This design comes from an exercise in tuning for small area, a short achievable clock period and few clock cycles on the open sky130 flow, not from production work. At most, simulation tests tie the RTL to the original design; equivalence was not proved. Only the layout flow was run in runs 1 to 3; the RTL was not checked for function there. Power is estimated from default activity; no workload was simulated.

[design/flow/run.sh]
#!/bin/bash
# synth_recipe.tcl (not shown) runs the flow's synth.tcl, then flattens the netlist and writes it again
# the make line also repeats each setting of config.mk as NAME=value (left out here)
make -C /OpenROAD-flow-scripts/flow DESIGN_CONFIG=/design/flow/config.mk WORK_HOME=/design/flow/orfs CLKGATE_MAP_FILE= SYNTH_SCRIPT=/design/flow/synth_recipe.tcl finish
[design/flow/config.mk]
export PLATFORM = sky130hd
export DESIGN_NAME = battleship_top
export DESIGN_NICKNAME = battleship_top
export VERILOG_FILES = /design/flow/design.v
export SDC_FILE = /design/flow/constraint.sdc
export NUM_CORES = 4
export LEC_CHECK = 0
export CAP_MARGIN = 20
export CORE_MARGIN = 2
export CORE_UTILIZATION = 55
export SETUP_SLACK_MARGIN = 5
export SLEW_MARGIN = 20
[design/flow/constraint.sdc]
create_clock -name core_clock -period 9.0 [get_ports {clk}]
set_input_delay 1.8000 -clock core_clock [delete_from_list [all_inputs] [get_ports {clk}]]
set_output_delay 1.8000 -clock core_clock [all_outputs]
set_load 0.01 [all_outputs]
[design/flow/design.v]
`default_nettype none
package battleship_pkg;
    localparam int BOARD_ROWS  = 10;
    localparam int BOARD_COLS  = 10;
    localparam int NUM_SHIPS   = 5;
    localparam int FLEET_CELLS = 17;         
    typedef logic [3:0] coord_t;             
    typedef logic [2:0] ship_len_t;          
    typedef logic [2:0] ship_idx_t;          
    typedef logic [4:0] hit_count_t;         
    localparam logic [3*NUM_SHIPS-1:0] SHIP_LENGTHS = {3'd2, 3'd3, 3'd3, 3'd4, 3'd5};
    typedef enum logic [1:0] {
        cell_empty = 2'b00,
        cell_miss  = 2'b01,
        cell_hit   = 2'b10,
        cell_ship  = 2'b11
    } cell_t;
    typedef enum logic [2:0] {
        rk_placed   = 3'd0,
        rk_rejected = 3'd1,
        rk_miss     = 3'd2,
        rk_hit      = 3'd3,
        rk_win      = 3'd4
    } report_kind_t;
    typedef struct packed {
        logic   player;
        logic   horizontal;                  
        coord_t row;
        coord_t col;
    } request_t;
    typedef struct packed {
        report_kind_t kind;
        coord_t       row;
        coord_t       col;
        logic         player;                
    } report_t;
endpackage
`default_nettype wire
`timescale 1ns/1ps
`default_nettype none
module battleship_top (
    input  logic        clk,
    input  logic        reset,
    input  logic        read,
    input  logic [9:0]  req,
    output logic [11:0] data_out,
    output logic        data_ready
);
    localparam logic [2:0] K_PLACED = 3'd0, K_REJ = 3'd1, K_MISS = 3'd2,
                           K_HIT = 3'd3, K_WIN = 3'd4;
    function automatic logic ge4(input logic [3:0] a, input logic [3:0] b);
        logic [3:0] g, p;
        g = a & ~b;
        p = a | ~b;
        ge4 = g[3]
            | (p[3] & g[2])
            | (p[3] & p[2] & g[1])
            | (p[3] & p[2] & p[1] & p[0]);
    endfunction
    function automatic logic [3:0] sub_sat(input logic [3:0] a, input int k);
        sub_sat = 4'd0;
        for (int v = 0; v < 16; v++)
            if (a == 4'(v))
                sub_sat = (v >= k) ? 4'(v - k) : 4'd0;
    endfunction
    function automatic logic [3:0] add_k(input logic [3:0] a, input int k);
        add_k = 4'd0;
        for (int v = 0; v < 16; v++)
            if (a == 4'(v))
                add_k = 4'(v + k);
    endfunction
    localparam logic [4:0] HITS_16 = 5'b10111;
    function automatic logic [4:0] lfsr_next(input logic [4:0] v);
        lfsr_next = {v[3:0], !(v[4] ^ v[2])};
    endfunction
    function automatic int lm1_of(input int k);
        case (k)
            0:       lm1_of = 4;
            1:       lm1_of = 3;
            4:       lm1_of = 1;
            default: lm1_of = 2;
        endcase
    endfunction
    logic        placing_q;          
    logic        over_q;             
    logic        turn_q;             
    logic        bsel_q;             
    logic [4:0]  sidx_q;             
    logic [4:0]  hits [2];           
    logic        f_place;            
    logic        f_end;              
    logic        f_tflip;            
    logic        f_bflip;            
    logic        f_hit;              
    logic        f_win;              
    logic [3:0]  srow [10];          
    logic [3:0]  scol [10];
    logic        shor [10];
    logic [9:0]  shot0 [10];         
    logic [9:0]  shot1 [10];
    logic        placing, over, turn, bsel;
    logic [4:0]  sidx;
    assign placing = placing_q && !f_end;
    assign over    = over_q || f_win;
    assign turn    = turn_q ^ f_tflip;
    assign bsel    = bsel_q ^ f_bflip;
    assign sidx    = f_place ? {sidx_q[3:0], sidx_q[4]} : sidx_q;
    logic       p, h;
    logic [3:0] r, c;
    assign p = req[9];
    assign h = req[8];
    assign r = req[7:4];
    assign c = req[3:0];
    logic shooting;
    assign shooting = !placing && !over;
    logic [4:0] valid;
    logic [3:0] r_lo [5], r_hi [5], c_lo [5], c_hi [5];
    logic [3:0] r_lo_v [5], c_lo_h [5];
    always_comb
    begin
        for (int i = 0; i < 5; i++)
        begin
            logic [3:0] sr, sc;
            logic       sh;
            sr = bsel ? srow[5+i] : srow[i];
            sc = bsel ? scol[5+i] : scol[i];
            sh = bsel ? shor[5+i] : shor[i];
            r_lo[i] = sr;
            c_lo[i] = sc;
            r_hi[i] = sh ? sr : add_k(sr, lm1_of(i));
            c_hi[i] = sh ? add_k(sc, lm1_of(i)) : sc;
            if (i == 0 && sidx[1])
            begin
                r_lo_v[i] = sub_sat(sr, 3);
                c_lo_h[i] = sub_sat(sc, 3);
            end
            else if (sidx[4])
            begin
                r_lo_v[i] = sub_sat(sr, 1);
                c_lo_h[i] = sub_sat(sc, 1);
            end
            else
            begin
                r_lo_v[i] = sub_sat(sr, 2);
                c_lo_h[i] = sub_sat(sc, 2);
            end
        end
        valid[0] = !placing || !sidx[0];
        valid[1] = !placing || !(sidx[0] || sidx[1]);
        valid[2] = !placing || sidx[3] || sidx[4];
        valid[3] = !placing || sidx[4];
        valid[4] = !placing;
    end
    logic hz, vt;                    
    assign hz = placing && h;
    assign vt = placing && !h;
    logic overlap;
    always_comb
    begin
        overlap = 1'b0;
        for (int i = 0; i < 5; i++)
        begin
            logic ok_r, ok_c;
            ok_r = ge4(r_hi[i], r) && (vt ? ge4(r, r_lo_v[i]) : ge4(r, r_lo[i]));
            ok_c = ge4(c_hi[i], c) && (hz ? ge4(c, c_lo_h[i]) : ge4(c, c_lo[i]));
            overlap = overlap || (valid[i] && ok_r && ok_c);
        end
    end
    logic [9:0] rsel, csel;
    always_comb
    begin
        for (int i = 0; i < 10; i++)
        begin
            rsel[i] = (r == 4'(i));
            csel[i] = (c == 4'(i));
        end
    end
    logic was_shot;
    always_comb
    begin
        was_shot = 1'b0;
        for (int j = 0; j < 10; j++)
        begin
            logic colbit;
            colbit = 1'b0;
            for (int i = 0; i < 10; i++)
                colbit = colbit || (rsel[i] && turn && shot0[i][j])
                                || (rsel[i] && !turn && shot1[i][j]);
            was_shot = was_shot || (csel[j] && colbit);
        end
    end
    logic fits, turn_ok, on_board;
    logic [3:0] lim;
    always_comb
    begin
        if (sidx[0])      lim = 4'd5;        
        else if (sidx[1]) lim = 4'd6;
        else if (sidx[4]) lim = 4'd8;
        else              lim = 4'd7;
    end
    assign on_board = (r < 4'd10) && (c < 4'd10);
    assign fits     = h ? ((r < 4'd10) && ge4(lim, c)) : ((c < 4'd10) && ge4(lim, r));
    assign turn_ok  = (p == turn);
    logic place_ok, shot_ok, hit, win, last_hit;
    assign last_hit = bsel ? (hits[1] == HITS_16) : (hits[0] == HITS_16);
    assign place_ok = placing && turn_ok && fits && !overlap;
    assign shot_ok  = shooting && turn_ok && on_board && !was_shot;
    assign hit      = shot_ok && overlap;
    assign win      = hit && last_hit;
    logic [2:0] kind;
    always_comb
    begin
        if (place_ok)     kind = K_PLACED;
        else if (win)     kind = K_WIN;
        else if (hit)     kind = K_HIT;
        else if (shot_ok) kind = K_MISS;
        else              kind = K_REJ;
    end
    always_ff @(posedge clk)
    begin
        data_out <= {kind, r, c, p};
        if (reset)
        begin
            data_ready <= 1'b0;
            placing_q  <= 1'b1;
            over_q     <= 1'b0;
            turn_q     <= 1'b0;
            bsel_q     <= 1'b0;
            sidx_q     <= 5'b00001;
            hits[0]    <= '0;
            hits[1]    <= '0;
            f_place    <= 1'b0;
            f_end      <= 1'b0;
            f_tflip    <= 1'b0;
            f_bflip    <= 1'b0;
            f_hit      <= 1'b0;
            f_win      <= 1'b0;
        end
        else
        begin
            data_ready <= read;
            placing_q  <= placing;
            over_q     <= over;
            turn_q     <= turn;
            bsel_q     <= bsel;
            sidx_q     <= sidx;
            if (f_hit)
            begin
                if (bsel_q) hits[1] <= lfsr_next(hits[1]);
                else        hits[0] <= lfsr_next(hits[0]);
            end
            f_place    <= read && place_ok;
            f_end      <= read && place_ok && sidx[4] && turn;
            f_tflip    <= read && (shot_ok || (place_ok && sidx[4]));
            f_bflip    <= read && (shot_ok || (place_ok && sidx[4] && !turn));
            f_hit      <= read && hit;
            f_win      <= read && win;
        end
    end
    always_ff @(posedge clk)
    begin
        for (int k = 0; k < 5; k++)
        begin
            if (placing && sidx[k])
            begin
                if (turn)
                begin
                    srow[5+k] <= r;
                    scol[5+k] <= c;
                    shor[5+k] <= h;
                end
                else
                begin
                    srow[k] <= r;
                    scol[k] <= c;
                    shor[k] <= h;
                end
            end
        end
    end
    logic [9:0] mark0, mark1;
    always_comb
    begin
        for (int i = 0; i < 10; i++)
        begin
            mark0[i] = read && shooting && p && turn && rsel[i];
            mark1[i] = read && shooting && !p && !turn && rsel[i];
        end
    end
    always_ff @(posedge clk)
    begin
        for (int i = 0; i < 10; i++)
            for (int j = 0; j < 10; j++)
            begin
                shot0[i][j] <= !reset && (shot0[i][j] || (mark0[i] && csel[j]));
                shot1[i][j] <= !reset && (shot1[i][j] || (mark1[i] && csel[j]));
            end
    end
endmodule
`default_nettype wire
==> qor.yml, run 1 <==
status: "finished clean"
slew_violations: 0
synth_enable_flop_cells: 90
syn-cell-area_um2: 16100
die_x_um: 175
worstHoldPathCells: 2
place_congestion: 0.919
reg2reg_from: "bsel_q"
antenna_found_initial: 0
synthTopCellsByCount: "nor2_1, a21oi_1, dfxtp_1"
crit_path_frequent_cell: "buf_6"
synth-seq-area-share_pct: 46.3
syn_nets: 1849
pre_cts_ws_ns: 3.69
setup_slack_ns: 5.03
rsz0062_at_grt: "true"
synthTopCellsByArea: "dfxtp_1, edfxtp_1, a21oi_1"
multi_input_area_um2: 8460
swShare_pct: 23.1
skew_ns: 0.0108
finalHoldViolCount: 0
max_slew_margin_pct: 22.3
ys_types: 94
cp.depth: 14
die_h_um: 175
worstMarginPinSlew_ns: 1.16
grt_max_degree: 132
ir_drop_mv: 0.178
htree_num_levels: 2
grt_overflow: 0
routed_wl_mm: 51.5
cts_tree: "built"
yosys.area.top_type: "dfxtp_1"
final_nets: 1851
leakagePower_uw: 0.00675
start_util_pct: 56.0
core_area_um2: 28800
synth_ff_type: "dfxtp_1"
setup_tns_ns: 0
area_growth_syn_to_layout_pct: 16.2
num_rows: 62
critPathTopFamily: "compound AO/OA/AOI/OAI gates"
startpoint_type: "primary input"
power.internal_uw: 2490
clockBufferDepth: 3
dpl.hpwl_mm: 31.7
switchingPower_uw: 751
yosys_warnings: 13
powerDensity_nw_per_um2: 173
seqCellArea_um2: 7470
drc: 0
min_period_ns: 3.97
drive_gt1_share_pct: 13.5
avgViaCountPerCell: 6.62
finalSetupViolCount: 0
synth_cells: 1828
power_uw: 3240
timing.rr.end: "f_tflip"
yosysMostFrequentCell: "nor2_1"
crit_slowest_cell: "nand4b_1"
rr_worst_depth: 12
crit_fanout: 15
cts-root-buf: "clkbuf_16"
grt_pass1_vias: 13485
firstDrtPassIters: 6
hold_ws_ns: 0.466
io_buffers: 25
max_stage_delay_ns: 0.32
ff2ff_setup_slack_ns: 5.21
path_class: "primary input to flop"
fmax_ghz: 0.252
fillerInstances: 2412
fin_util_pct: 65.1
required_ns: 9.41
wl_per_cell_um: 23.0
hp-start: "shot1[7][9]"
via_count: 14822
cts_sinks: 328
async_reset_ff_share_pct: 0
grt_pass1_wl_mm: 78.6
track_usage_pct: 32.6
cap_violations: 0
numCtsBuffers: 36
synth-seq-cells: 328
power_frac_comb_pct: 6.6
end_kind: "flop"
n_antenna_cell: 0
cts.clk_slew.worst_paths_ns: 0.06
worstSkewPairLatency_ns: 0.52
fin_crit_sh_pct: 44.1
p_clk_share_pct: 46.3
seqPwrFrac_pct: 47.1
min_to: "shot1[7][9]"
arrival_ns: 4.38
postSynthAreaPerCell_um2: 8.82
ios: 26
ant_nets: 0
synth_top_area_share_pct: 29.6
min_path_type: "flop to flop"
drt_iter0_markers: 2069
crit_chain: "buf_6 > bufbuf_16 > nand2_4 > nor3_2 > buf_6 > buf_4 > a32o_1 > a221oi_2 > o2111ai_1 > o21ai_1 > nand2_1 > nand4b_1 > nand2b_4 > a22o_1"
dieArea_um2: 30700
path_buf_inv: 4
[metrics by stage]
step / instances / instance area (um^2)
global route: 2240 / 18700
global placement: 2144 / 16600
finish: 2240 / 18700
detailed placement: 2144 / 16600
floorplan: 1828 / 16200
CTS: 2223 / 18400
[layout by cell type (no fill, tap or decap), types with 7 or more instances in the layout]
cell type | Yosys | final
nor2_1 | 296 | 277
o21ai_0 | 56 | 51
inv_1 | 21 | 16
nand3_1 | 41 | 39
a221oi_1 | 19 | 16
edfxtp_1 | 90 | 90
a211oi_1 | 12 | 11
mux2_2 | 11 | 11
nor3_1 | 50 | 40
nand2b_1 | 31 | 28
clkinvlp_4 | 0 | 7
or3_1 | 9 | 9
nand4_1 | 10 | 10
a22oi_1 | 37 | 34
nor2b_1 | 25 | 23
o21ai_1 | 8 | 13
mux2i_1 | 64 | 59
o22ai_1 | 12 | 12
nor3_2 | 1 | 9
a21oi_1 | 275 | 273
maj3_2 | 4 | 7
a222oi_1 | 8 | 8
nand2_1 | 114 | 111
clkbuf_16 | 0 | 41
o211ai_1 | 19 | 19
o31ai_1 | 15 | 15
buf_6 | 7 | 8
nor2_2 | 1 | 19
clkbuf_1 | 87 | 9
maj3_1 | 28 | 25
buf_4 | 3 | 46
xor2_1 | 8 | 7
dfxtp_1 | 238 | 236
o221ai_1 | 7 | 7
xnor2_1 | 7 | 7
clkinv_2 | 0 | 7
clkdlybuf4s50_1 | 0 | 15
and3_1 | 15 | 15
a31oi_1 | 27 | 27
[logic make-up (layout without fill, tap and decap cells)]
group                      after synthesis  count (layout)  synth area share (%)
buffers and inverters                  148             175                  3.97
muxes                                   81              81                  5.29
DFF                                    328             328                  46.3
and+or+nand+nor                        636             637                  18.2
adders and majority gates               40              40                  2.64
AOI/OAI and AO/OA                      577             577                  22.5
xor gates and xnor gates                18              18                  1.12
[routing by layer]
layer	share of wire (%)	vias to the layer above	GRT usage, %
met1	45	7204	50.0
met2	43	792	48.1
met5	0	-	0
met4	1.7	0	7.29
li1	-	6750	-
met3	10	76	5.22
[tightest hold or removal path, stage by stage (launching register included)]
cell	delay (ns)
dfxtp_1	0.32
a21oi_1	0.04
nor2_1	0.07
[power groups by stage]
stage                     clock [uW]  sequential (uW)  combinational, uW
after detailed placement           0             1560                179
after global placement             0             1560                178
after CTS                       1520             1530                200
after floorplan                    0             1560                117
after global routing            1580             1530                229
final                           1500             1530                216
[worst max-delay path by stage]
stage | start | endpoint | slack, ns
global route | req[5] | data_out[9] | 4.99
detailed placement | req[8] | data_out[10] | 3.69
floorplan | req[5] | data_out[9] | 5.01
CTS | req[0] | data_out[10] | 5.00
finish | req[5] | data_out[9] | 5.03
global placement | req[8] | data_out[10] | 3.72
[state kept, by name, summed over array words and instances (netlist names)]
name / cells
bsel_q: 1
data_out: 12
data_ready: 1
f_bflip: 1
f_end: 1
f_hit: 1
f_place: 1
f_tflip: 1
f_win: 1
hits: 10
over_q: 1
placing_q: 1
scol: 40
shor: 10
shot0: 100
shot1: 100
sidx_q: 5
srow: 40
turn_q: 1
[final cells by class]
type                    instances  area share, %
multi-input cells            1353           45.2
flip-flops and latches        328           39.9
clock inverters                13          0.855
inverters                      23          0.588
clock buffers                  51           5.55
well taps                     384           2.57
repair buffers                 88           5.36
[repair_timing]
action / CTS / global route
cloned: 6 / 3
setup buffers: 9 / 14
pin swaps: 8 / 22
hold buffers: 0 / 0
setup endpoints to repair: 9 / 9
resized for setup: 84 / 53
==> run 2: changes to the inputs <==
--- a/design/flow/config.mk
+++ b/design/flow/config.mk
@@ -7,2 +7,3 @@
 export LEC_CHECK = 0
+export ABC_AREA = 1
 export CAP_MARGIN = 20
@@ -10,2 +11,3 @@
 export CORE_UTILIZATION = 55
+export CTS_BUF_LIST = sky130_fd_sc_hd__clkbuf_4 sky130_fd_sc_hd__clkbuf_8
 export SETUP_SLACK_MARGIN = 5
==> run 2 against run 1 <==
Still clean; first-iteration DRC count down 26%; global-route usage is 0.082 points lower; cell count grew 17%; setup slack improved by 0.069 ns; synthesized cell count up 16%; clock skew increased by 0.011 ns; routed wire length shrank 3.6%; die area fell by 2.1%; highest routed layer unchanged.
==> qor.yml, run 2 <==
status: "finished clean"
end_kind: "flop"
synthTopCellsByCount: "nand2_1, inv_1, a21oi_1"
synth-seq-area-share_pct: 47.3
io_buffers: 25
cap_violations: 0
worstSkewPairLatency_ns: 0.60
yosys_warnings: 13
arrival_ns: 4.37
grt_pass1_vias: 13691
ir_drop_mv: 0.187
pre_cts_ws_ns: 3.38
endpoint: "f_bflip"
synthTopCellsByArea: "dfxtp_1, edfxtp_1, nand2_1"
via_count: 14841
leakagePower_uw: 0.00694
firstDrtPassIters: 6
worstMarginPinSlew_ns: 1.13
seqCellArea_um2: 7470
startpoint_type: "primary input"
ant_nets: 0
final_cell_mix: "nand2_1, inv_1, a21oi_1"
die_x_um: 173
fillerInstances: 2499
synthSimpleGateAreaFrac_pct: 21.2
synth-compound-area-share_pct: 19.5
place_congestion: 0.952
rsz0062_at_grt: "false"
drt_iter0_markers: 1522
antenna_found_initial: 0
cts_hold_buffers: 0
die_h_um: 173
htree_num_levels: 2
postSynthAreaPerCell_um2: 7.45
cts.clk_slew.worst_paths_ns: 0.06
drive_gt1_share_pct: 13.4
powerDensity_nw_per_um2: 177
ios: 26
reg2reg_from: "f_bflip"
fmax_ghz: 0.256
cts_sinks: 328
required_ns: 9.47
ff2ff_setup_slack_ns: 5.48
grt_max_degree: 130
startpoint: "req[7]"
max_slew_margin_pct: 24.6
dpl.hpwl_mm: 32.5
core_area_um2: 28000
synth_mux_area_share_pct: 0.254
n_antenna_cell: 0
synth_ff_type: "dfxtp_1"
yosys.area.top_type: "dfxtp_1"
top_regs: "shot0 x100, shot1 x100"
setup_tns_ns: 0
slew_violations: 0
crit_fanout: 19
final_nets: 2211
fin_crit_sh_pct: 43.3
layout_commonest_cell: "nand2_1"
dpl_cell_area_um2: 16400
post-route-cell-area_um2: 18400
synth-seq-cells: 328
synthAdderAreaFrac_pct: 0.777
multi_input_area_um2: 6910
max_stage_delay_ns: 0.38
min_period_ns: 3.90
ys_types: 56
grt_pass1_wl_mm: 76.9
synth_enable_flop_cells: 90
syn-cell-area_um2: 15800
start_util_pct: 56.3
synth_xor_area_share_pct: 0.444
grt_overflow: 0
cts-root-buf: "clkbuf_8"
wl_per_cell_um: 19.0
clockBufferDepth: 3
crit_chain: "clkdlybuf4s15_1 > buf_12 > inv_4 > nand2_4 > nor2_1 > inv_2 > nor2_2 > inv_2 > o22ai_1 > nor4_2 > nand3_1 > o21ai_1 > nand2_1 > nor2_2 > nand3_2 > buf_4 > nand2_1 > inv_1 > a21oi_1"
min_path_type: "flop to flop"
dieArea_um2: 30000
numCtsBuffers: 55
rr_worst_depth: 24
crit_slowest_cell: "o22ai_1"
async_reset_ff_share_pct: 0
area_growth_syn_to_layout_pct: 16.6
num_rows: 61
path_class: "primary input to flop"
syn_nets: 2139
synth_cells: 2118
drc: 0
timing.rr.end: "data_out[10]"
worstHoldPathCells: 2
routed_wl_mm: 49.7
cts_tree: "built"
setup_slack_ns: 5.10
skew_ns: 0.0217
finalSetupViolCount: 0
track_usage_pct: 32.5
synth_top_family_by_area: "simple AND/OR/NAND/NOR gates"
yosysMostFrequentCell: "nand2_1"
finalHoldViolCount: 0
synth_top_area_share_pct: 30.2
avgViaCountPerCell: 5.68
[run 2: layer usage]
metal | vias up | GRT usage (%) | share of wire (%)
met3 | 100 | 7.63 | 10
met1 | 6893 | 47.6 | 45
li1 | 7109 | - | -
met2 | 739 | 48.4 | 42
met4 | 0 | 8.55 | 2.2
met5 | - | 0 | 0
[run 2: stage by stage]
stage	hold WS [ns]	std cells	total power, uW	utilization (%)
floorplan	0.428	2118	1720	-
global placement	0.437	2471	1800	58.4
detailed placement	0.442	2471	1800	58.4
CTS	0.451	2600	3270	64.5
global route	0.470	2615	3370	65.7
finish	0.452	2615	3270	65.7
[run 2: cell type report]
cell class,count,share of cell area (%)
inverters,340,7.11
flip-flops and latches,328,40.6
clock inverters,23,1.26
multi-input cells,1370,37.6
repair buffers,95,5.37
well taps,378,2.57
clock buffers,81,5.52
[run 2: worst min-delay path by stage]
stage / startpoint / slack [ns] / to
final: shot0[5][8] / 0.45 / shot0[5][8]
after global routing: shot0[4][7] / 0.47 / shot0[4][7]
after CTS: shot0[5][8] / 0.45 / shot0[5][8]
after detailed placement: shot0[5][8] / 0.44 / shot0[5][8]
after global placement: shot0[8][8] / 0.44 / shot0[8][8]
after floorplan: shot0[1][0] / 0.43 / shot0[1][0]
[run 2: worst max-delay path, delay by kind of cell]
kind / cells / cell delay, ns
compound gates: 3 / 0.48
buf+inv: 7 / 1.04
simple gates: 9 / 1.04
[run 2: kinds of logic after synthesis]
kind of cell,Yosys count
simple gates,823
compound gates,525
buf+inv,420
flops,328
fa+ha+maj,10
xor+xnor,8
mux,4
[run 2: report_power, final]
group	switching [uW]	internal, uW
clock	621	844
sequential	3.30	1530
combinational	183	85.4
total	807	2460
[run 2: repair_timing]
action,in CTS,in global routing
hold endpoints to repair,0,0
setup buffers,21,15
setup endpoints to repair,45,16
pin swaps,4,13
gates cloned,4,0
resized for setup,60,50
==> run 3: changes to the inputs <==
--- a/design/flow/design.v
+++ b/design/flow/design.v
@@ -285,4 +285,4 @@
         begin
-            mark0[i] = read && shooting && p && turn && rsel[i];
-            mark1[i] = read && shooting && !p && !turn && rsel[i];
+            mark0[i] = !reset && read && shooting && p && turn && rsel[i];
+            mark1[i] = !reset && read && shooting && !p && !turn && rsel[i];
         end
@@ -294,4 +294,4 @@
             begin
-                shot0[i][j] <= !reset && (shot0[i][j] || (mark0[i] && csel[j]));
-                shot1[i][j] <= !reset && (shot1[i][j] || (mark1[i] && csel[j]));
+                shot0[i][j] <= (shot0[i][j] && !reset) || (mark0[i] && csel[j]);
+                shot1[i][j] <= (shot1[i][j] && !reset) || (mark1[i] && csel[j]);
             end
--- a/design/flow/config.mk
+++ b/design/flow/config.mk
@@ -14 +14,2 @@
 export SLEW_MARGIN = 20
+export TNS_END_PERCENT = 0
==> run 3 against run 2 <==
Still clean on timing, DRC and antenna; synthesized cell count is 11% lower; register-to-register slack worse by 0.12 ns; hold slack better by 0.0078 ns; sequential share of layout area is 2.7 points higher; cell count is 12% lower; critical endpoint is now data_out[9]; largest power group unchanged; highest routed layer unchanged.
==> qor.yml, run 3 <==
ff2ff_setup_slack_ns: 5.36
startpoint_type: "primary input"
n_antenna_cell: 0
powerDensity_nw_per_um2: 187
min_to: "shot0[4][9]"
worstMarginPinSlew_ns: 1.05
yosys.area.top_type: "dfxtp_1"
hp-start: "shot0[4][9]"
dpl_cell_area_um2: 15500
final_cell_mix: "nand2_1, dfxtp_1, inv_1"
arrival_ns: 4.61
finalSetupViolCount: 0
pre_cts_ws_ns: 3.39
cts.clk_slew.worst_paths_ns: 0.06
antenna_found_initial: 0
yosysMostFrequentCell: "nand2_1"
leakagePower_uw: 0.00659
setup_slack_ns: 4.88
area_growth_syn_to_layout_pct: 14.4
max_stage_delay_ns: 0.32
crit_fanout: 16
rr_worst_depth: 19
htree_num_levels: 2
grt_pass1_vias: 13070
postSynthAreaPerCell_um2: 7.99
end_kind: "flop"
numCtsBuffers: 53
track_usage_pct: 33.6
dpl.hpwl_mm: 31.5
drt_iter0_markers: 1552
syn_nets: 1906
place_congestion: 1.02
firstDrtPassIters: 7
cts_sinks: 328
rsz0062_at_grt: "true"
synth-seq-area-share_pct: 49.6
max_slew_margin_pct: 29.7
ios: 26
synth_ff_type: "dfxtp_1"
top_regs: "shot0 x100, shot1 x100"
synth_top_area_share_pct: 31.6
cts_hold_buffers: 0
path_class: "primary input to flop"
die_x_um: 170
crit_chain: "dlygate4sd2_1 > buf_12 > inv_4 > nand2_2 > nor2_2 > nand2_2 > inv_1 > nand2_1 > o21ai_0 > nor2_1 > nand3_1 > nor4_1 > o21ai_0 > nor2_1 > nand3_4 > nor2_2 > nand2_2 > nand2_1 > nor2_1"
status: "finished clean"
die_h_um: 170
grt_pass1_wl_mm: 74.3
min_path_type: "flop to flop"
min_period_ns: 4.12
drc: 0
synth-seq-cells: 328
worstSkewPairLatency_ns: 0.61
ys_types: 60
wl_per_cell_um: 21.0
grt_overflow: 0
grt_max_degree: 80
fin_crit_sh_pct: 45.8
fillerInstances: 2461
fin_util_pct: 63.9
reg2reg_from: "bsel_q"
crit_slowest_cell: "dlygate4sd2_1"
core_area_um2: 27000
via_count: 13881
avgViaCountPerCell: 6.01
num_rows: 60
synth_cells: 1885
timing.rr.end: "data_out[9]"
ant_nets: 0
clockBufferDepth: 3
skew_ns: 0.0216
required_ns: 9.49
synthTopCellsByArea: "dfxtp_1, edfxtp_1, nand2_1"
cts-root-buf: "clkbuf_8"
ir_drop_mv: 0.181
fmax_ghz: 0.243
worstHoldPathCells: 2
drive_gt1_share_pct: 13.7
cts_tree: "built"
dieArea_um2: 28700
start_util_pct: 55.9
cap_violations: 0
routed_wl_mm: 48.4
setup_tns_ns: 0
power_uw: 3230
synthTopCellsByCount: "nand2_1, dfxtp_1, inv_1"
yosys_warnings: 13
async_reset_ff_share_pct: 0
io_buffers: 25
layout_commonest_cell: "nand2_1"
syn-cell-area_um2: 15100
final_nets: 1945
post-route-cell-area_um2: 17200
synth_enable_flop_cells: 90
finalHoldViolCount: 0
slew_violations: 0
-- run 3: changes by cell type in the layout (fill, tap and decap cells not counted), sizes merged, moves of 11 or more --
cell and delta:
a21oi -205, nand2 -126, o22ai +101, o21ai +99, inv -82, buf -35
nor2 -18, nand3 -12, o2111ai -11
-- run 3: cell type report --
type	instances	area (um^2)	share of cell area, %
Clock buffer	84	1060	6.13
Clock inverter	14	153	0.886
Inverter	258	996	5.78
Multi-Input combinational cell	1220	6460	37.5
Sequential cell	328	7470	43.3
Tap cell	341	427	2.48
Timing Repair Buffer	61	657	3.81
Timing Repair inverter	2	15.0	0.0871
-- run 3: per-stage QoR --
| step | hold slack (ns) | cells |
|---|---|---|
| after CTS | 0.462 | 2305 |
| after floorplan | 0.428 | 1885 |
| after global routing | 0.484 | 2308 |
| final | 0.459 | 2308 |
| after global placement | 0.440 | 2186 |
| after detailed placement | 0.445 | 2186 |
-- run 3: power by group --
part | switching [uW] | internal (uW) | total (uW)
sequential | 3.28 | 1530 | 1530
clock | 608 | 833 | 1440
combinational | 177 | 79.3 | 256
-- run 3: repair_timing --
| action | in CTS | in global routing |
|---|---|---|
| pin swaps | 9 | 8 |
| gates cloned | 5 | 1 |
| setup buffers | 16 | 2 |
| resized for setup | 68 | 10 |
| endpoints found under the setup margin | 29 | 117 |
-- run 3: worst max-delay path: cells and delay by family --
kind / cells / cell delay [ns]
and+or+nand+nor: 13 / 1.86
buffers and inverters: 4 / 0.72
AOI/OAI and AO/OA: 2 / 0.19
-- run 3: logic make-up (layout without fill, tap and decap cells) --
logic type,count (synthesis),count (layout),synth area share (%)
AO/OA/AOI/OAI,513,513,20.8
multiplexers,2,2,0.133
XOR/XNOR,12,12,0.747
AND/OR/NAND/NOR,682,682,19.1
flip-flops,328,328,49.6
buffers and inverters,337,419,8.82
adder cells (fa/ha/maj),11,11,0.880
-- run 3: worst max path at each step --
stage	startpoint	to	slack, ns	cells past startpoint
6_report	req[5]	data_out[9]	4.88	19
3_5_place_dp	req[6]	data_out[10]	3.39	17
3_3_place_gp	req[6]	data_out[10]	3.34	17
4_1_cts	req[7]	data_out[9]	4.88	18
2_1_floorplan	req[5]	data_out[10]	5.33	18
5_1_grt	req[4]	data_out[9]	4.75	19
-- run 3: per-layer routing --
metal,up-vias,share of wire [%],GRT usage [%],wire (um)
li1,6529,-,-,-
met1,6572,40,41.9,19200
met2,611,47,57.2,23000
met3,169,8.0,5.85,3870
met4,0,4.9,15.3,2390
met5,-,0,0,0
==> run 4: changes to the inputs <==
--- a/design/flow/design.v
+++ b/design/flow/design.v
@@ -90,5 +90,3 @@
     logic        f_place;            
-    logic        f_end;              
-    logic        f_tflip;            
-    logic        f_bflip;            
+    logic        f_shot;             
     logic        f_hit;              
@@ -102,6 +100,8 @@
     logic [4:0]  sidx;
-    assign placing = placing_q && !f_end;
+    logic        last_ship;          
+    assign last_ship = f_place && sidx_q[4];
+    assign placing = placing_q && !(last_ship && turn_q);
     assign over    = over_q || f_win;
-    assign turn    = turn_q ^ f_tflip;
-    assign bsel    = bsel_q ^ f_bflip;
+    assign turn    = turn_q ^ (f_shot || last_ship);
+    assign bsel    = bsel_q ^ (f_shot || (last_ship && !turn_q));
     assign sidx    = f_place ? {sidx_q[3:0], sidx_q[4]} : sidx_q;
@@ -209,14 +209,8 @@
     assign win      = hit && last_hit;
-    logic [2:0] kind;
-    always_comb
-    begin
-        if (place_ok)     kind = K_PLACED;
-        else if (win)     kind = K_WIN;
-        else if (hit)     kind = K_HIT;
-        else if (shot_ok) kind = K_MISS;
-        else              kind = K_REJ;
-    end
+    assign data_out[11] = f_win;
+    assign data_out[10] = f_shot && !f_win;
+    assign data_out[9]  = (!f_place && !f_shot) || (f_hit && !f_win);
     always_ff @(posedge clk)
     begin
-        data_out <= {kind, r, c, p};
+        data_out[8:0] <= {r, c, p};
         if (reset)
@@ -232,5 +226,3 @@
             f_place    <= 1'b0;
-            f_end      <= 1'b0;
-            f_tflip    <= 1'b0;
-            f_bflip    <= 1'b0;
+            f_shot     <= 1'b0;
             f_hit      <= 1'b0;
@@ -252,5 +244,3 @@
             f_place    <= read && place_ok;
-            f_end      <= read && place_ok && sidx[4] && turn;
-            f_tflip    <= read && (shot_ok || (place_ok && sidx[4]));
-            f_bflip    <= read && (shot_ok || (place_ok && sidx[4] && !turn));
+            f_shot     <= read && shot_ok;
             f_hit      <= read && hit;
==> design/flow/flow/run.sh (new file) <==
#!/bin/bash
set -euo pipefail
bash standard.sh SETUP_SLACK_MARGIN=6 finish > flow_standard.log 2>&1
==> design/flow/standard.sh (new file) <==
#!/bin/bash
# synth_recipe.tcl (not shown) runs the flow's synth.tcl, then flattens the netlist and writes it again
# the make line also repeats each setting of config.mk as NAME=value (left out here)
make -C /OpenROAD-flow-scripts/flow DESIGN_CONFIG=/design/flow/config.mk WORK_HOME=/design/flow/orfs CLKGATE_MAP_FILE= SYNTH_SCRIPT=/design/flow/synth_recipe.tcl "${@:-finish}"
--- a/design/flow/config.mk
+++ b/design/flow/config.mk
@@ -12,4 +12,2 @@
 export CTS_BUF_LIST = sky130_fd_sc_hd__clkbuf_4 sky130_fd_sc_hd__clkbuf_8
-export SETUP_SLACK_MARGIN = 5
 export SLEW_MARGIN = 20
-export TNS_END_PERCENT = 0
removed: design/flow/run.sh
==> run 4 against run 3 <==
Die area down 0.99%; hold slack worse by 0.0017 ns; routed wire length up 22%; still clean on timing, DRC and antenna; sequential power about the same; clock skew up 0.021 ns; utilization up 8.9 points; clock power about the same; non-clock buffer count up 116; maximum frequency up 16%.
==> qor.yml, run 4 <==
startpoint: "req[4]"
wl_per_cell_um: 24.5
cts-root-buf: "clkbuf_8"
area_growth_syn_to_layout_pct: 30.9
ant_nets: 0
drc: 0
grt_pass1_vias: 14437
die_x_um: 169
power_frac_comb_pct: 9.7
layoutNonFillerInstCount: 2413
pre_cts_ws_ns: 3.59
layout_commonest_cell: "nand2_1"
skew_ns: 0.0424
dieArea_um2: 28400
arrival_ns: 4.10
ys_types: 59
switchingPower_uw: 829
multi_input_area_um2: 7240
slew_violations: 0
startpoint_type: "primary input"
top_regs: "shot0 x100, shot1 x100"
seqPwrFrac_pct: 46.4
synth_cells: 1865
htree_num_levels: 2
die_h_um: 169
seqCellArea_um2: 7380
via_count: 15191
swShare_pct: 25.5
num_rows: 60
worstSkewPairLatency_ns: 0.63
yosysMostFrequentCell: "nand2_1"
antenna_found_initial: 0
drt_iter0_markers: 1845
grt_pass1_wl_mm: 86.3
powerDensity_nw_per_um2: 167
power.internal_uw: 2420
fin_crit_sh_pct: 39.6
reg2reg_from: "turn_q"
path_class: "primary input to flop"
avgViaCountPerCell: 6.30
use_met2_pct: 66.6
min_period_ns: 3.57
synth_top_area_share_pct: 31.3
busiest_layer: "met2"
track_usage_pct: 40.4
endpoint: "f_win"
yosys_warnings: 13
rsz0062_at_grt: "true"
finalSetupViolCount: 0
final_nets: 2051
synth-seq-area-share_pct: 49.4
start_util_pct: 55.6
ios: 26
numCtsBuffers: 53
firstDrtPassIters: 6
timing.rr.end: "f_win"
finalHoldViolCount: 0
rr_worst_depth: 20
hold_ws_ns: 0.458
synthTopCellsByCount: "nand2_1, inv_1, dfxtp_1"
cts_tree: "built"
worstMarginPinSlew_ns: 1.00
synth_ff_type: "dfxtp_1"
cts_hold_buffers: 0
cts.clk_slew.worst_paths_ns: 0.07
setup_tns_ns: 0
drive_gt1_share_pct: 26.5
min_path_type: "flop to flop"
grt_util_met3_pct: 8.84
async_reset_ff_share_pct: 0
setup_slack_ns: 5.43
synth_enable_flop_cells: 90
end_kind: "flop"
core_area_um2: 26800
max_slew_margin_pct: 33.0
synth-seq-cells: 323
place_congestion: 0.948
dpl.hpwl_mm: 32.6
status: "finished clean"
ff2ff_setup_slack_ns: 5.85
cap_violations: 0
leakagePower_uw: 0.00756
clockBufferDepth: 3
required_ns: 9.53
grt_overflow: 0
io_buffers: 25
routed_wl_mm: 59.1
use_met1_pct: 46.9
n_antenna_cell: 0
fillerInstances: 1983
p_clk_share_pct: 44.0
yosys.area.top_type: "dfxtp_1"
final_cell_mix: "nand2_1, inv_1, dfxtp_1"
fmax_ghz: 0.280
ir_drop_mv: 0.237
synthTopCellsByArea: "dfxtp_1, edfxtp_1, nand2_1"
crit_fanout: 6
syn-cell-area_um2: 14900
dp.cells: 2167
cts_sinks: 323
grt_max_degree: 70
syn_nets: 1886
postSynthAreaPerCell_um2: 8.00
[run 4: worst max-delay path: stages]
cell and delay (ns):
buf_6 0.09, buf_12 0.13, nor2_1 0.05, inv_2 0.12, buf_12 0.13, nor2_2 0.06, inv_2 0.11, nor2_4 0.07
inv_4 0.14, buf_4 0.12, o22ai_1 0.10, a221oi_4 0.37, nand3_1 0.14, nand2_1 0.08, nand4_1 0.14, nor3_4 0.21
nand2_1 0.11, nor2_1 0.10
[run 4: area by class of cell]
| type | instances | area share, % |
|---|---|---|
| timing repair buffer | 177 | 10.1 |
| inverter | 294 | 6.36 |
| timing repair inverter | 10 | 0.385 |
| clock inverter | 20 | 1.13 |
| clock buffer | 77 | 4.92 |
| multi-input combinational | 1171 | 37.1 |
| sequential | 323 | 37.8 |
| tap | 341 | 2.19 |
[run 4: layer usage]
| metal | up-vias | wire length, um |
|---|---|---|
| met5 | - | 0 |
| met4 | 0 | 5190 |
| met3 | 354 | 5930 |
| met2 | 1026 | 26900 |
| met1 | 7077 | 21000 |
| li1 | 6734 | - |
[run 4: repair_timing]
action	CTS	global route
gates cloned	23	2
buffers inserted	95	29
pin swaps	45	44
endpoints found under the setup margin	244	197
resized for setup	354	110
endpoints found under the hold margin	0	0
[run 4: per-stage QoR]
step	power, uW	util (%)	area (um^2)
detailed placement	1760	57.4	15400
floorplan	1690	-	15000
global route	3330	72.8	19500
finish	3250	72.8	19500
global placement	1750	57.4	15400
CTS	3230	70.5	18900
[run 4: power groups by stage]
stage | clock network [uW] | logic (uW) | registers, uW
4_1_cts | 1430 | 291 | 1510
6_report | 1430 | 315 | 1510
3_3_place_gp | 0 | 215 | 1540
3_5_place_dp | 0 | 217 | 1540
5_1_grt | 1490 | 333 | 1510
2_1_floorplan | 0 | 148 | 1540
[run 4: worst min path at each step]
stage / start / end / slack, ns / depth (start not counted)
6_report: shot0[3][7] / shot0[3][7] / 0.46 / 2
2_1_floorplan: over_q / over_q / 0.42 / 2
5_1_grt: shot0[2][5] / shot0[2][5] / 0.47 / 2
3_3_place_gp: shot0[2][5] / shot0[2][5] / 0.44 / 2
3_5_place_dp: shot0[2][5] / shot0[2][5] / 0.45 / 2
4_1_cts: shot0[2][5] / shot0[2][5] / 0.46 / 2
[run 4: logic make-up (layout without fill, tap and decap cells)]
| family | count (synthesis) | after routing | synth area share, % |
|---|---|---|---|
| XOR/XNOR | 10 | 10 | 0.713 |
| buffers and inverters | 373 | 578 | 9.82 |
| flip-flops | 323 | 323 | 49.4 |
| AO/OA/AOI/OAI | 526 | 526 | 21.6 |
| adder cells (fa/ha/maj) | 12 | 12 | 0.957 |
| multiplexers | 1 | 1 | 0.0671 |
| AND/OR/NAND/NOR | 620 | 622 | 17.5 |
Testbench counts of run 4, summed over its fixed seeds: cycles 2,888.
==> run 5: changes to the inputs <==
==> design/flow/flow/run.sh (replaced) <==
#!/bin/bash
set -euo pipefail
bash standard.sh SETUP_SLACK_MARGIN=6 "BUFFER_PORTS_ARGS=-buffer_cell sky130_fd_sc_hd__buf_4" finish > flow_standard.log 2>&1
==> run 5 against run 4 <==
Register-to-register slack is essentially flat; flip-flop and latch count is the same; largest cell class unchanged; setup slack gained 0.19 ns; cell area shrank 2.6%; critical endpoint unchanged; hold slack gained 0.0057 ns; via count shrank 3.9%; maximum frequency grew 5.7%; utilization shrank 1.9 points.
==> qor.yml, run 5 <==
finalSetupViolCount: 0
fin_util_pct: 70.9
rsz0062_at_grt: "true"
wl_per_cell_um: 22.9
worstHoldPathCells: 2
final_nets: 2027
drt_iter0_markers: 1740
num_rows: 60
antenna_found_initial: 0
ys_types: 59
grt_overflow: 0
crit_slowest_cell: "a221oi_2"
max_slew_margin_pct: 28.6
layout_commonest_cell: "nand2_1"
yosys.area.top_type: "dfxtp_1"
syn-cell-area_um2: 14900
synthTopCellsByCount: "nand2_1, inv_1, dfxtp_1"
cts.clk_slew.worst_paths_ns: 0.07
grt_pass1_vias: 13751
ios: 26
cts_hold_buffers: 0
via_count: 14594
crit_fanout: 7
rr_worst_depth: 15
cts_sinks: 323
min_period_ns: 3.37
htree_num_levels: 2
max_stage_delay_ns: 0.32
dp.cells: 2160
numCtsBuffers: 51
skew_ns: 0.0236
async_reset_ff_share_pct: 0
leakagePower_uw: 0.00710
end_kind: "flop"
crit_chain: "buf_16 > inv_12 > nor2_2 > inv_2 > nor2_2 > inv_2 > nor2_4 > clkinv_4 > o22ai_2 > a221oi_2 > nand4_1 > o21ai_1 > nand4_1 > nor3_2 > nand2_1 > nor2_1"
cts_tree: "built"
place_congestion: 0.942
hp-start: "hits[0][3]"
ff2ff_setup_slack_ns: 5.85
fmax_ghz: 0.296
required_ns: 9.53
min_path_type: "flop to flop"
dieArea_um2: 28400
synth_ff_type: "dfxtp_1"
cap_violations: 0
grt_pass1_wl_mm: 80.2
ant_nets: 0
dpl.hpwl_mm: 32.1
startpoint_type: "primary input"
area_growth_syn_to_layout_pct: 27.5
synth_cells: 1865
layoutNonFillerInstCount: 2390
grt_max_degree: 89
routed_wl_mm: 54.6
yosys_warnings: 13
synth_enable_flop_cells: 90
track_usage_pct: 36.9
core_area_um2: 26800
status: "finished clean"
avgViaCountPerCell: 6.11
postSynthAreaPerCell_um2: 8.00
n_antenna_cell: 0
powerDensity_nw_per_um2: 171
finalHoldViolCount: 0
synth-seq-cells: 323
cts-root-buf: "clkbuf_8"
drc: 0
critPathTopFamily: "simple AND/OR/NAND/NOR gates"
yosysMostFrequentCell: "nand2_1"
start_util_pct: 55.6
worstSkewPairLatency_ns: 0.61
setup_tns_ns: 0
timing.rr.end: "f_win"
die_x_um: 169
syn_nets: 1886
slew_violations: 0
power_uw: 3250
final_cell_mix: "nand2_1, inv_1, dfxtp_1"
synthTopCellsByArea: "dfxtp_1, edfxtp_1, nand2_1"
fin_crit_sh_pct: 37.5
synth-seq-area-share_pct: 49.4
fillerInstances: 2059
ir_drop_mv: 0.158
min_to: "hits[0][4]"
path_buf_inv: 5
firstDrtPassIters: 6
hold_ws_ns: 0.463
die_h_um: 169
clockBufferDepth: 3
path_class: "primary input to flop"
drive_gt1_share_pct: 25.4
worstMarginPinSlew_ns: 1.07
arrival_ns: 3.90
top_regs: "shot0 x100, shot1 x100"
reg2reg_from: "f_place"
io_buffers: 25
synth_top_area_share_pct: 31.3
-- run 5: cell counts after synthesis --
Identical to the previous run, type by type.
-- run 5: worst max-delay path by stage --
stage / from / endpoint / slack (ns) / cells after the start
5_1_grt: req[6] / f_win / 5.61 / 17
2_1_floorplan: req[6] / f_win / 5.53 / 16
3_5_place_dp: req[5] / f_win / 4.07 / 14
6_report: req[6] / f_win / 5.63 / 16
3_3_place_gp: req[5] / f_win / 4.07 / 14
4_1_cts: req[7] / f_win / 5.79 / 16
-- run 5: metal layers --
metal	wire, um	GRT usage [%]	up-vias
li1	-	-	6678
met1	21000	44.7	6833
met2	25200	62.2	829
met3	4390	5.99	254
met4	4040	21.9	0
met5	0	0	-
-- run 5: worst min-delay path, stage by stage, from the launching register on --
cell	delay, ns
dfxtp_1	0.30
inv_1	0.06
a21oi_1	0.05
-- run 5: cell families (layout without fill, tap and decap cells) --
family                     after synthesis  count (layout)  share of synthesized area [%]
AOI/OAI and AO/OA                      526             526                           21.6
buffers and inverters                  373             555                           9.82
muxes                                    1               1                         0.0671
xor gates and xnor gates                10              10                          0.713
DFF                                    323             323                           49.4
adders and majority gates               12              12                          0.957
and+or+nand+nor                        620             622                           17.5
-- run 5: area by class of cell --
cell class	instances	area, um^2	area share [%]
inverters	294	1250	6.58
clock buffers	80	1030	5.43
flip-flops and latches	323	7380	38.8
repair buffers	156	1540	8.11
well taps	341	427	2.24
clock inverters	16	195	1.03
multi-input cells	1171	7120	37.4
repair inverters	9	67.6	0.355
-- run 5: timing repair --
item | 4_1_cts | 5_1_grt
setup endpoints to repair | 204 | 189
cloned | 12 | 4
buffers inserted | 82 | 36
pin swaps | 38 | 46
gates resized for setup | 214 | 113
-- run 5: power by group --
group / internal [uW] / switching, uW
sequential: 1500 / 4.07
clock: 850 / 612
combinational: 94.3 / 184
-- run 5: stage by stage --
step	setup slack (ns)	cell area, um^2
5_1_grt	5.61	19000
4_1_cts	5.79	18200
2_1_floorplan	5.53	15000
6_report	5.63	19000
3_3_place_gp	4.07	15300
3_5_place_dp	4.07	15300
==> run 6: changes to the inputs <==
==> design/flow/flow/run.sh (replaced) <==
#!/bin/bash
set -euo pipefail
bash standard.sh SETUP_SLACK_MARGIN=5 "BUFFER_PORTS_ARGS=-buffer_cell sky130_fd_sc_hd__buf_4" finish > flow_standard.log 2>&1
==> run 6 against run 5 <==
Sequential share of layout area up 6.2 points; flip-flop and latch count unchanged; first-iteration DRC count down 36%; maximum frequency down 15%; clock power down 14%; area after synthesis unchanged; critical path type unchanged; highest routed layer unchanged.
==> qor.yml, run 6 <==
status: "finished clean"
numCtsBuffers: 50
end_kind: "flop"
leakagePower_uw: 0.00602
synth_cells: 1865
required_ns: 9.45
io_buffers: 25
ant_nets: 0
path_class: "primary input to flop"
startpoint_type: "primary input"
crit_fanout: 23
fmax_ghz: 0.252
via_count: 13425
wl_per_cell_um: 21.4
post-route-cell-area_um2: 16400
ios: 26
grt_pass1_wl_mm: 73.7
final_cell_mix: "nand2_1, inv_1, dfxtp_1"
firstDrtPassIters: 6
arrival_ns: 4.41
setup_tns_ns: 0
track_usage_pct: 33.6
drt_iter0_markers: 1119
postSynthAreaPerCell_um2: 8.00
synth_enable_flop_cells: 90
finalHoldViolCount: 0
drc: 0
num_rows: 60
top_regs: "shot0 x100, shot1 x100"
synth-seq-cells: 323
path_buf_inv: 5
syn_nets: 1886
powerDensity_nw_per_um2: 182
cts-root-buf: "clkbuf_8"
crit_slowest_cell: "nor2_1"
layout_commonest_cell: "nand2_1"
fin_crit_sh_pct: 44.0
synthTopCellsByArea: "dfxtp_1, edfxtp_1, nand2_1"
min_path_type: "flop to flop"
hold_ws_ns: 0.457
routed_wl_mm: 48.1
grt_overflow: 0
cap_violations: 0
antenna_found_initial: 0
max_stage_delay_ns: 0.66
synth_ff_type: "dfxtp_1"
dieArea_um2: 28400
synth_top_area_share_pct: 31.3
clockBufferDepth: 3
cts_tree: "built"
final_nets: 1894
rsz0062_at_grt: "true"
critPathTopFamily: "simple AND/OR/NAND/NOR gates"
worstMarginPinSlew_ns: 1.08
cts.clk_slew.worst_paths_ns: 0.07
synthTopCellsByCount: "nand2_1, inv_1, dfxtp_1"
die_h_um: 169
worstSkewPairLatency_ns: 0.59
grt_max_degree: 89
grt_pass1_vias: 12579
ir_drop_mv: 0.154
async_reset_ff_share_pct: 0
n_antenna_cell: 0
htree_num_levels: 2
skew_ns: 0.0216
dpl.hpwl_mm: 32.8
finalSetupViolCount: 0
yosys.area.top_type: "dfxtp_1"
ys_types: 59
dpl_cell_area_um2: 15200
cts_sinks: 323
die_x_um: 169
avgViaCountPerCell: 5.96
synth-seq-area-share_pct: 49.4
syn-cell-area_um2: 14900
max_slew_margin_pct: 28.2
area_growth_syn_to_layout_pct: 9.84
crit_path_frequent_cell: "nor2_1"
core_area_um2: 26800
slew_violations: 0
cts_hold_buffers: 0
crit_chain: "buf_4 > clkinv_2 > nor2_1 > inv_1 > nor2_1 > inv_1 > nor2_1 > inv_1 > o22ai_1 > a221oi_1 > nand3_1 > o21ai_0 > nand4_1 > nor3_2 > nand2_1 > nor2_1"
start_util_pct: 55.6
yosysMostFrequentCell: "nand2_1"
drive_gt1_share_pct: 11.3
min_period_ns: 3.96
place_congestion: 0.977
yosys_warnings: 13
==> run 6: cell counts after synthesis <==
Identical to the previous run, type by type.
==> run 6: power by group <==
group	total, uW	leakage [uW]	switching, uW	internal, uW
Sequential	1510	0.00270	4.04	1500
Clock	1250	0.000547	577	673
Combinational	219	0.00277	158	61.3
==> run 6: worst paths after layout <==
kind            from     end  slack [ns]  depth (start not counted)
max           req[4]   f_win        5.04                         16
min reg2reg   over_q  over_q        0.46                          2
max reg2reg  f_place   f_win        5.38                         23
min           over_q  over_q        0.46                          2
==> run 6: worst reg2reg max path, cell delays in order (launching register included) <==
cell and delay (ns):
dfxtp_2 0.46, nand2_2 0.12, nand2_4 0.11, nand3_1 0.12, nand2_2 0.26, buf_6 0.29
nand2_1 0.10, o21ai_1 0.20, inv_1 0.16, ha_1 0.30, o21ai_0 0.31, nand2_1 0.09
a21oi_1 0.14, o21ai_1 0.08, nand3_1 0.11, nand3_1 0.09, a21oi_1 0.14, nand2_1 0.07
nand2_1 0.05, nand2_1 0.05, nand2_1 0.06, nand2_1 0.08, nand2_1 0.09, nor2_1 0.04
==> run 6: layer usage <==
metal | part of all wire (%) | track usage (%) | up-vias
met5 | 0 | 0 | -
met4 | 4.9 | 16.0 | 0
met3 | 6.1 | 5.00 | 134
met2 | 48 | 57.5 | 572
met1 | 41 | 41.8 | 6321
li1 | - | - | 6398
==> run 6: kinds of logic (layout without fill, tap and decap cells) <==
family          Yosys count  in the layout  share of synthesized area (%)
compound gates          526            526                           21.6
fa+ha+maj                12             12                          0.957
flops                   323            323                           49.4
xor+xnor                 10             10                          0.713
buf+inv                 373            419                           9.82
mux                       1              1                         0.0671
simple gates            620            620                           17.5
==> run 6: area by class of cell <==
| type | instances | area (um^2) |
|---|---|---|
| multi-input combinational | 1169 | 6170 |
| fill | 2436 | 10400 |
| tap | 341 | 427 |
| timing repair buffer | 35 | 270 |
| inverter | 294 | 1120 |
| sequential | 323 | 7370 |
| clock inverter | 12 | 78.8 |
| clock buffer | 78 | 948 |
==> run 6: metrics by stage <==
stage / utilization (%) / worst slack, ns / total power [uW] / instances
after floorplan: - / 5.44 / 1690 / 1865
final: 61.1 / 5.04 / 2980 / 2252
after detailed placement: 56.8 / 3.98 / 1750 / 2159
after global routing: 61.1 / 4.96 / 3070 / 2252
after CTS: 60.9 / 5.02 / 2990 / 2252
after global placement: 56.8 / 4.00 / 1750 / 2159
==> run 6: what timing repair did <==
| action | 4_1_cts | 5_1_grt |
|---|---|---|
| setup endpoints to repair | 3 | 14 |
| gates cloned | 0 | 0 |
| resized for setup | 16 | 18 |
| buffers inserted | 3 | 0 |
==> run 7: changes to the inputs <==
==> design/flow/run.sh (new file) <==
#!/bin/bash
# synth_recipe.tcl (not shown) runs the flow's synth.tcl, then flattens the netlist and writes it again
# the make line also repeats each setting of config.mk as NAME=value (left out here)
make -C /OpenROAD-flow-scripts/flow DESIGN_CONFIG=/design/flow/config.mk WORK_HOME=/design/flow/orfs CLKGATE_MAP_FILE= SYNTH_SCRIPT=/design/flow/synth_recipe.tcl finish
--- a/design/flow/config.mk
+++ b/design/flow/config.mk
@@ -12,2 +12,3 @@
 export CTS_BUF_LIST = sky130_fd_sc_hd__clkbuf_4 sky130_fd_sc_hd__clkbuf_8
+export SETUP_SLACK_MARGIN = 5
 export SLEW_MARGIN = 20
removed: design/flow/flow/run.sh
removed: design/flow/standard.sh
==> run 7 against run 6 <==
Maximum frequency fell by 1.2%; cell area rose by 5.1%; setup slack got worse by 0.049 ns; sequential power barely moved; clock skew rose by 0.018 ns; power rose by 9.6%; first-iteration DRC count rose by 16%.
==> qor.yml, run 7 <==
status: "finished clean"
postSynthAreaPerCell_um2: 8.00
synth_cells: 1865
synth_enable_flop_cells: 90
final_nets: 1917
timing.rr.end: "f_win"
start_util_pct: 55.6
arrival_ns: 4.50
path_class: "primary input to flop"
powerDensity_nw_per_um2: 190
io_buffers: 25
max_slew_margin_pct: 29.4
grt_pass1_vias: 12764
grt_pass1_wl_mm: 73.3
place_congestion: 0.946
synthTopCellsByArea: "dfxtp_1, edfxtp_1, nand2_1"
endpoint: "shot1[1][6]"
async_reset_ff_share_pct: 0
ios: 26
setup_tns_ns: 0
end_kind: "flop"
firstDrtPassIters: 7
drt_iter0_markers: 1303
min_path_type: "flop to flop"
core_area_um2: 26800
critPathTopFamily: "buffers and inverters"
crit_path_frequent_cell: "buf_4"
cts_tree: "built"
cp.depth: 9
drc: 0
die_h_um: 169
yosysMostFrequentCell: "nand2_1"
wl_per_cell_um: 21.8
ys_types: 59
cts_hold_buffers: 0
area_growth_syn_to_layout_pct: 15.4
worstHoldPathCells: 2
worstMarginPinSlew_ns: 1.06
path_buf_inv: 6
p_clk_share_pct: 46.5
die_x_um: 169
rsz0062_at_grt: "true"
worstSkewPairLatency_ns: 0.60
crit_fanout: 31
power_frac_comb_pct: 7.3
required_ns: 9.49
grt_overflow: 0
leakagePower_uw: 0.00634
htree_num_levels: 2
reg2reg_from: "f_place"
dpl.hpwl_mm: 32.6
swShare_pct: 23.2
syn_nets: 1886
yosys.area.top_type: "dfxtp_1"
fin_crit_sh_pct: 44.6
ir_drop_mv: 0.171
routed_wl_mm: 49.7
synthTopCellsByCount: "nand2_1, inv_1, dfxtp_1"
dpl_cell_area_um2: 15300
n_antenna_cell: 0
post-route-cell-area_um2: 17200
hold_ws_ns: 0.454
layout_commonest_cell: "nand2_1"
startpoint: "req[2]"
numCtsBuffers: 52
skew_ns: 0.0391
track_usage_pct: 33.5
top_regs: "shot0 x100, shot1 x100"
drive_gt1_share_pct: 13.7
max_stage_delay_ns: 0.48
ant_nets: 0
synth_top_area_share_pct: 31.3
fmax_ghz: 0.249
synth-seq-cells: 323
finalHoldViolCount: 0
syn-cell-area_um2: 14900
finalSetupViolCount: 0
min_period_ns: 4.01
startpoint_type: "primary input"
final_cell_mix: "nand2_1, inv_1, dfxtp_1"
cts.clk_slew.worst_paths_ns: 0.06
avgViaCountPerCell: 6.02
yosys_warnings: 13
power.internal_uw: 2510
crit_chain: "clkdlybuf4s50_1 > buf_4 > clkinv_1 > nor2_1 > inv_1 > nor3_2 > clkinvlp_4 > buf_4 > o21ai_0"
seqPwrFrac_pct: 46.2
layoutNonFillerInstCount: 2280
cts-root-buf: "clkbuf_8"
num_rows: 60
crit_slowest_cell: "nor3_2"
switchingPower_uw: 757
cts_sinks: 323
via_count: 13736
dieArea_um2: 28400
rr_worst_depth: 18
clockBufferDepth: 3
synth_ff_type: "dfxtp_1"
ff2ff_setup_slack_ns: 5.41
dp.cells: 2166
fillerInstances: 2344
antenna_found_initial: 0
grt_max_degree: 94
slew_violations: 0
synth-seq-area-share_pct: 49.4
cap_violations: 0
[run 7: how the worst min path moves through the flow]
stage | from | endpoint
floorplan | over_q | over_q
global route | shot1[0][8] | shot1[0][8]
CTS | over_q | over_q
detailed placement | over_q | over_q
finish | over_q | over_q
global placement | over_q | over_q
[run 7: area by class of cell]
class,count,area (um^2),share of cell area [%]
well taps,341,427,2.48
flip-flops and latches,323,7370,42.8
clock inverters,12,216,1.26
repair inverters,1,7.51,0.0436
inverters,294,1140,6.61
multi-input cells,1169,6380,37.1
repair buffers,55,598,3.48
clock buffers,85,1080,6.25
[run 7: worst min-delay path: cells and delay by family (launching register included)]
family	cells	cell delay [ns]
flip-flops	1	0.31
AND/OR/NAND/NOR	2	0.11
[run 7: kinds of logic (layout without fill, tap and decap cells)]
group | Yosys count | after routing | share of synthesized area (%)
and+or+nand+nor | 620 | 620 | 17.5
AOI/OAI and AO/OA | 526 | 526 | 21.6
buffers and inverters | 373 | 447 | 9.82
DFF | 323 | 323 | 49.4
adders and majority gates | 12 | 12 | 0.957
xor gates and xnor gates | 10 | 10 | 0.713
muxes | 1 | 1 | 0.0671
[run 7: per-layer routing]
layer  wire length (um)  up-vias  track usage, %
met5                  0        -               0
met4               2730        0            16.4
met3               3380      172            4.49
met2              24100      651            58.4
met1              19500     6465            40.9
li1                   -     6448               -
[run 7: through the flow]
stage          worst slack, ns  util (%)  power, uW
2_1_floorplan             5.44         -       1690
3_3_place_gp              3.56      57.2       1750
3_5_place_dp              3.56      57.2       1760
4_1_cts                   5.00      63.4       3270
5_1_grt                   4.97      64.2       3360
6_report                  4.99      64.2       3260
[run 7: power groups by stage]
stage / sequential (uW) / clock (uW) / combinational (uW)
global route: 1510 / 1590 / 255
CTS: 1510 / 1540 / 223
floorplan: 1540 / 0 / 146
finish: 1510 / 1520 / 237
detailed placement: 1540 / 0 / 216
global placement: 1540 / 0 / 214
[run 7: timing repair]
action / 4_1_cts / 5_1_grt
buffers inserted: 7 / 5
setup endpoints to repair: 41 / 22
pin swaps: 5 / 6
resized for setup: 82 / 25
cloned: 0 / 5
==> run 8: changes to the inputs <==
--- a/design/flow/config.mk
+++ b/design/flow/config.mk
@@ -11,3 +11,5 @@
 export CORE_UTILIZATION = 55
-export CTS_BUF_LIST = sky130_fd_sc_hd__clkbuf_4 sky130_fd_sc_hd__clkbuf_8
+export CTS_BUF_LIST = sky130_fd_sc_hd__clkbuf_8 sky130_fd_sc_hd__clkbuf_16
+export CTS_CLUSTER_DIAMETER = 100
+export CTS_CLUSTER_SIZE = 30
 export SETUP_SLACK_MARGIN = 5
==> run 8 against run 7 <==
Routed wire length decreased by 1.4%; critical path type unchanged; maximum frequency about the same; still clean on timing, DRC and antenna; global-route usage decreased by 0.078 points; non-clock buffer count increased by 7; clock power decreased by 47%; highest routed layer unchanged.
==> qor.yml, run 8 <==
cts_tree: "built"
antenna_found_initial: 0
synth-seq-cells: 323
finalHoldViolCount: 0
arrival_ns: 4.43
drt_iter0_markers: 1193
place_congestion: 0.946
area_growth_syn_to_layout_pct: 10.5
setup_slack_ns: 4.99
path_class: "primary input to flop"
swShare_pct: 25.3
grt_pass1_vias: 12516
p_clk_share_pct: 31.5
max_slew_margin_pct: 30.4
cts_hold_buffers: 0
firstDrtPassIters: 5
power_frac_comb_pct: 9.4
routed_wl_mm: 49.0
syn-cell-area_um2: 14900
ant_nets: 0
layout_commonest_cell: "nand2_1"
grt_max_degree: 94
end_kind: "flop"
crit_fanout: 31
dpl.hpwl_mm: 32.6
drc: 0
yosysMostFrequentCell: "nand2_1"
ios: 26
track_usage_pct: 33.4
startpoint_type: "primary input"
power.internal_uw: 1910
seqPwrFrac_pct: 59.1
cap_violations: 0
cts_sinks: 323
rsz0062_at_grt: "true"
n_antenna_cell: 0
die_x_um: 169
worstMarginPinSlew_ns: 1.04
synthTopCellsByArea: "dfxtp_1, edfxtp_1, nand2_1"
synth_cells: 1865
syn_nets: 1886
wl_per_cell_um: 22.1
status: "finished clean"
required_ns: 9.42
ir_drop_mv: 0.212
yosys.area.top_type: "dfxtp_1"
grt_overflow: 0
min_period_ns: 4.01
synth-seq-area-share_pct: 49.4
numCtsBuffers: 15
skew_ns: 0.0210
synth_enable_flop_cells: 90
slew_violations: 0
drive_gt1_share_pct: 10.8
powerDensity_nw_per_um2: 155
synthTopCellsByCount: "nand2_1, inv_1, dfxtp_1"
ys_types: 59
cts.clk_slew.worst_paths_ns: 0.11
finalSetupViolCount: 0
postSynthAreaPerCell_um2: 8.00
pre_cts_ws_ns: 3.56
core_area_um2: 26800
via_count: 13544
top_regs: "shot0 x100, shot1 x100"
htree_num_levels: 1
cts-root-buf: "clkbuf_16"
die_h_um: 169
final_cell_mix: "nand2_1, inv_1, dfxtp_1"
min_path_type: "flop to flop"
leakagePower_uw: 0.00593
setup_tns_ns: 0
fillerInstances: 2389
async_reset_ff_share_pct: 0
dieArea_um2: 28400
num_rows: 60
synth_ff_type: "dfxtp_1"
io_buffers: 25
start_util_pct: 55.6
synth_top_area_share_pct: 31.3
fmax_ghz: 0.249
fin_crit_sh_pct: 44.6
switchingPower_uw: 644
avgViaCountPerCell: 6.12
yosys_warnings: 13
final_nets: 1887
worstSkewPairLatency_ns: 0.53
clockBufferDepth: 3
grt_pass1_wl_mm: 73.3
-- run 8: cell counts after synthesis --
No cell type changed its count.
-- run 8: cell families after synthesis --
group,share of synthesized area (%)
AO/OA/AOI/OAI,21.6
flip-flops,49.4
adder cells (fa/ha/maj),0.957
AND/OR/NAND/NOR,17.5
multiplexers,0.0671
XOR/XNOR,0.713
buffers and inverters,9.82
-- run 8: final cells by class --
cell class | count | area [um^2] | share of cell area [%]
well taps | 341 | 427 | 2.59
repair buffers | 62 | 673 | 4.08
repair inverters | 1 | 7.51 | 0.0455
flip-flops and latches | 323 | 7370 | 44.7
clock inverters | 8 | 57.6 | 0.349
clock buffers | 16 | 389 | 2.36
inverters | 294 | 1150 | 6.99
multi-input cells | 1169 | 6410 | 38.9
-- run 8: routing by layer --
| metal | up-vias | wire [um] | track usage (%) |
|---|---|---|---|
| li1 | 6374 | - | - |
| met1 | 6447 | 19700 | 41.0 |
| met2 | 590 | 23800 | 60.0 |
| met3 | 133 | 2970 | 3.25 |
| met4 | 0 | 2460 | 14.4 |
| met5 | - | 0 | 0 |
-- run 8: worst paths after layout --
path	startpoint	endpoint	slack (ns)	cells after the start
worst max-delay path	req[2]	shot1[8][5]	4.99	8
worst min-delay path	over_q	over_q	0.46	2
worst max register to register	f_place	f_win	5.43	18
worst min register to register	over_q	over_q	0.46	2
-- run 8: worst max-delay path: stages --
cell and delay (ns):
clkdlybuf4s50_1 0.45, buf_4 0.35, clkinv_1 0.44, nor2_1 0.23
inv_1 0.11, nor2_1 0.19, inv_1 0.46, o21ai_0 0.36
-- run 8: per-stage QoR --
step	utilization [%]	cells	hold WS [ns]	total power, uW	cell area (um^2)
after global routing	61.5	2214	0.494	2620	16500
after floorplan	-	1865	0.422	1690	14900
final	61.5	2214	0.464	2550	16500
after detailed placement	57.2	2166	0.441	1760	15300
after global placement	57.2	2166	0.437	1750	15300
after CTS	60.9	2201	0.468	2550	16300
-- run 8: power groups by stage --
stage | Sequential [uW] | Clock (uW) | Combinational (uW)
finish | 1510 | 804 | 241
global route | 1510 | 855 | 259
CTS | 1510 | 813 | 232
detailed placement | 1540 | 0 | 216
global placement | 1540 | 0 | 214
floorplan | 1540 | 0 | 146
-- run 8: repair_timing --
action,4_1_cts,5_1_grt
pin swaps,6,7
endpoints found under the setup margin,60,26
resized for setup,100,25
buffers inserted,7,12
gates cloned,4,1

separate check: timing with driven ports:
Ports are ideal in the flow. The routed layouts listed here were re-timed in OpenROAD. Step 1: set_driving_cell puts a clkbuf_16 on clk and a buf_2 on each other input, an assumption about the parent block. Step 2 moves the port delays by t, midway between the first and last clock arrival at a register: inputs arrive t later, outputs are due t later. That takes back most of the time a late clock gives input paths. a / b / c = ideal ports / drivers / drivers and shift; a / b = the first two.
| run | t, ns | setup slack, ns | pins driven straight from the clock port |
|---|---|---|---|
| run 1 | 0.571 | 5.030 / 5.048 / 4.476 | 1 |
| run 2 | 0.641 | 5.099 / 5.131 / 4.490 | 1 |
| run 3 | 0.643 | 4.880 / 4.906 / 4.263 | 1 |
| run 4 | 0.655 | 5.434 / 5.446 / 4.791 | 1 |
| run 5 | 0.644 | 5.627 / 5.533 / 4.889 | 1 |
| run 6 | 0.624 | 5.036 / 5.061 / 4.437 | 1 |
| run 7 | 0.627 | 4.987 / 5.012 / 4.384 | 1 |
| run 8 | 0.562 | 4.988 / 5.015 / 4.453 | 1 |
After both steps setup and hold are still met in every run listed. The setup slack of run 5, which loses most, moves by -0.094 ns with the drivers and by -0.738 ns with both steps.
